This is an optimization exercise on Yosys and OpenROAD, whose aim is small area and few clock cycles, not a production implementation.
Function was checked by simulation only, so behaviour that the tests miss may differ from the original.
Power figures rest on the tool's default switching activity, not on a simulated workload.

v47:
==> flow/design.v (excerpt) <==
module html_markup_text_extractor (
	input  logic        clk,
	input  logic        arst_n,
	input  logic        in_valid,
	output logic        in_ready,
	input  logic [7:0]  in_byte,
	input  logic        doc_last,
	output logic        out_valid,
	input  logic        out_ready,
	output logic [7:0]  out_char,
	output logic [19:0] src_offset,
	output logic        run_last,
	output logic        nest_overflow
);
Size: roughly 79 flip-flops, about 5300 um^2 of cells after synthesis.
clock: 7.0 ns
lec_check: 0
abc_area: 1
cap_margin: 20
core_margin: 2
core_utilization: 60
slew_margin: 20
standard.sh (not shown) runs the stock make flow with config.mk's settings and CLKGATE_MAP_FILE= SYNTH_SCRIPT=/design/flow/synth_recipe.tcl, a recipe that flattens the netlist after the stock synthesis.
==> flow/flow/run.sh <==
#!/bin/bash
# The standard layout (standard.sh), with two changes:
#  - synthesis maps the logic with flow/abc_area.script, an area-oriented ABC script, in
#    place of ORFS's; everything else in the synthesis is the standard one (synth_recipe.tcl
#    and ORFS's synth.tcl, with only the ABC script swapped), so the registers are the same
#  - the port buffers are the smallest buffer cell
#  - clock tree synthesis adds no dummy loads
# every tool's output goes to the ORFS logs under orfs/logs, and make's to layout.log
set -euo pipefail
W=$PWD
# ORFS's synth.tcl with the ABC script swapped, right after the preamble sets it
sed '/source $::env(SCRIPTS_DIR)\/synth_preamble.tcl/a set abc_args [lreplace $abc_args 1 1 '"$W"'/flow/abc_area.script]' \
	"$FLOW_HOME/scripts/synth.tcl" > "$W/own_synth.tcl"
grep -q "abc_area.script\]" "$W/own_synth.tcl"
# The standard flow's synthesis script, sourcing that copy
sed 's#source $::env(SCRIPTS_DIR)/synth.tcl#source '"$W"'/own_synth.tcl#' "$W/synth_recipe.tcl" > "$W/own_synth_recipe.tcl"
grep -q own_synth.tcl "$W/own_synth_recipe.tcl"
# standard.sh, with that synthesis script
sed 's#SYNTH_SCRIPT=[^ ]*#SYNTH_SCRIPT='"$W"'/own_synth_recipe.tcl#' "$W/standard.sh" > "$W/own_standard.sh"
grep -q own_synth_recipe.tcl "$W/own_standard.sh"
export BUFFER_PORTS_ARGS="-buffer_cell sky130_fd_sc_hd__buf_1"
export CTS_ARGS="-sink_clustering_enable -repair_clock_nets -dont_use_dummy_load"
bash "$W/own_standard.sh" > "$W/layout.log" 2>&1
==> flow/flow/abc_area.script <==
strash
&get -n
&fraig -x
&put
scorr
dc2
strash
&get -n
&dch -f
&nf -R 1000 -p
&put
mfs2
strash
&get -n
&dch -f
&nf -R 1000 -p
&put
mfs2
strash
&get -n
&dch -f
&nf -R 1000 -p
&put
mfs2
strash
&get -n
&dch -f
&nf -R 1000 -p
&put
mfs2
strash
&get -n
&dch -f
&nf -R 1000 -p
&put
mfs2
strash
&get -n
&dch -f
&nf -R 1000 -p
&put
mfs2
strash
&get -n
&dch -f
&nf -R 1000 -p
&put
mfs2
strash
&get -n
&dch -f
&nf -R 1000 -p
&put
mfs2
strash
&get -n
&dch -f
&nf -R 1000 -p
&put
mfs2
strash
&get -n
&dch -f
&nf -R 1000 -p
&put
mfs2
strash
&get -n
&dch -f
&nf -R 1000 -p
&put
mfs2
strash
&get -n
&dch -f
&nf -R 1000 -p
&put
mfs2
strash
&get -n
&dch -f
&nf -R 1000 -p
&put
mfs2
strash
&get -n
&dch -f
&nf -R 1000 -p
&put
mfs2
strash
&get -n
&dch -f
&nf -R 1000 -p
&put
mfs2
strash
&get -n
&dch -f
&nf -R 1000 -p
&put
mfs2
strash
&get -n
&dch -f
&nf -R 1000 -p
&put
mfs2
strash
&get -n
&dch -f
&nf -R 1000 -p
&put
mfs2
strash
&get -n
&dch -f
&nf -R 1000 -p
&put
mfs2
strash
&get -n
&dch -f
&nf -R 1000 -p
&put
mfs2
strash
&get -n
&dch -f
&nf -R 1000 -p
&put
Testbench counts of v47, summed over its fixed seeds: cycles 25,771.
What v13 does differently from v47 at the input level:
- CORE_UTILIZATION changed from 60 to 80
--- a/flow/flow/abc_area.script
+++ b/flow/flow/abc_area.script
@@ -13,0 +14 @@
+dc2
@@ -19,0 +21 @@
+dc2
@@ -25,0 +28 @@
+dc2
@@ -31,0 +35 @@
+dc2
@@ -37,0 +42 @@
+dc2
@@ -43,0 +49 @@
+dc2
@@ -49,0 +56 @@
+dc2
@@ -55,0 +63 @@
+dc2
@@ -61,0 +70 @@
+dc2
@@ -67,0 +77 @@
+dc2
@@ -73,0 +84 @@
+dc2
@@ -79,0 +91 @@
+dc2
@@ -85,0 +98 @@
+dc2
@@ -91,0 +105 @@
+dc2
@@ -97,0 +112 @@
+dc2
@@ -103,0 +119 @@
+dc2
@@ -109,0 +126 @@
+dc2
@@ -115,0 +133 @@
+dc2
@@ -121,0 +140 @@
+dc2
@@ -127,0 +147 @@
+dc2
==> comparison <==
Delta(synthesized cell count, v13 - v47) < 0. In the metrics for v13 and v47, the one carrying the higher global-route usage is v13. Multi-input logic cell count (lower): v13. Run comparison: v47 start point of the critical path in_byte[1]; v13 start point of the critical path in_byte[4]. Delta (v13 minus v47): wire length reported by the detailed router rose about 2%; slew at the pin with the worst max-slew slack saw an increase. Taking v47 as the reference point, the maximum achievable frequency of v13 falls by about 6%. From v47 to v13 the numbers moved as follows: power density normalized to cell area grew by 1.4 nW/um^2; utilization grew by 22 points; cell count of the worst hold path held steady.
### v13 -> v32
- a change of CORE_UTILIZATION from 80 to 60
--- a/flow/flow/run.sh
+++ b/flow/flow/run.sh
@@ -7 +6,0 @@
-#  - clock tree synthesis adds no dummy loads
@@ -22 +20,0 @@
-export CTS_ARGS="-sink_clustering_enable -repair_clock_nets -dont_use_dummy_load"
==> flow/flow/abc_area.script <==
strash
&get -n
&fraig -x
&put
scorr
dc2
strash
&get -n
&dch -f
&nf -R 1000 -p
&put
mfs2
strash
&get -n
&dch -f
&nf -R 1000 -p
&put
Notes after the runs:
- Per the comparison of v32 with v13, synthesized-area fraction occupied by ao, oa, aoi and oai cells lower; layout clock buffer count higher; fmax higher; stage delay of the slowest cell on the critical path lower.
- Side by side, sequential cell area share turned out lower in v32 than in v13.
- Vias: v32 more than v13
- On reg2reg setup slack, v13 loses to v32.
- Compared v32 vs v13, and worst-case vdd ir drop is down in v32.
- Reported for v13 and v32, hold buffer count at cts turned out identical to the last digit.
- Re part of the power in registers: v13 and v32 aren't equal, and the lower value belongs to v32.
Inputs modified between v32 and v56:
- an added CTS_CLUSTER_DIAMETER of 100
- a change of CORE_UTILIZATION from 60 to 75
- an added CTS_CLUSTER_SIZE of 40
Number of non-filler instances in the completed layout was lower in v56 than in v32. Comparing clock network latency to the later pin of the worst-skew pair for v32 and v56, the smaller number came from v32. Looking at fmax, v56 sits 5.5% lower than v32 does. Between v32 and v56, the shortest clock period the worst path allows after layout is higher for v56. Die area (v56 vs. v32) decreases by more than 10%. Re number of design-rule violations left by the first detailed-router iteration: v56 is 628 up on v32. The global-route usage of v56 exceeds that of v32 by 8.5 points. v32 → v56: number of cells in the design after placement saw a decrease; routed wire length went down.

## afterwards: timing with drivers on the ports
The flow's constraints put no driver on any port. The routed layouts listed below were extracted and timed again, unchanged, in two steps.
Step 1 sets driving cells, clkbuf_16 on the clock port and buf_2 on the other inputs (assumed; they add their load-dependent delay and slew).
Step 2 also shifts input and output timing later by t, the mid clock arrival at the registers, as if the neighbouring blocks saw the same clock.
Three values: no drivers, after step 1, after step 2; two values: the first two.
| run | t, ns | slack for setup (ns) | worst setup path after step 2 | latest minus earliest clock arrival (ns) |
|---|---|---|---|---|
| v47 | 0.386 | 2.070 / 2.080 / 1.693 | input to register | 0.045 / 0.045 |
| v13 | 0.386 | 1.743 / 1.751 / 1.366 | input to register | 0.036 / 0.037 |
| v32 | 0.384 | 2.242 / 2.242 / 1.858 | input to register | 0.009 / 0.010 |
| v56 | 0.404 | 1.966 / 1.935 / 1.672 | input to register | 0.027 / 0.027 |
After both steps every run listed still meets setup and hold. For v32, which loses most, drivers alone change the setup slack by 0.000 ns; drivers and shift together by -0.384 ns.
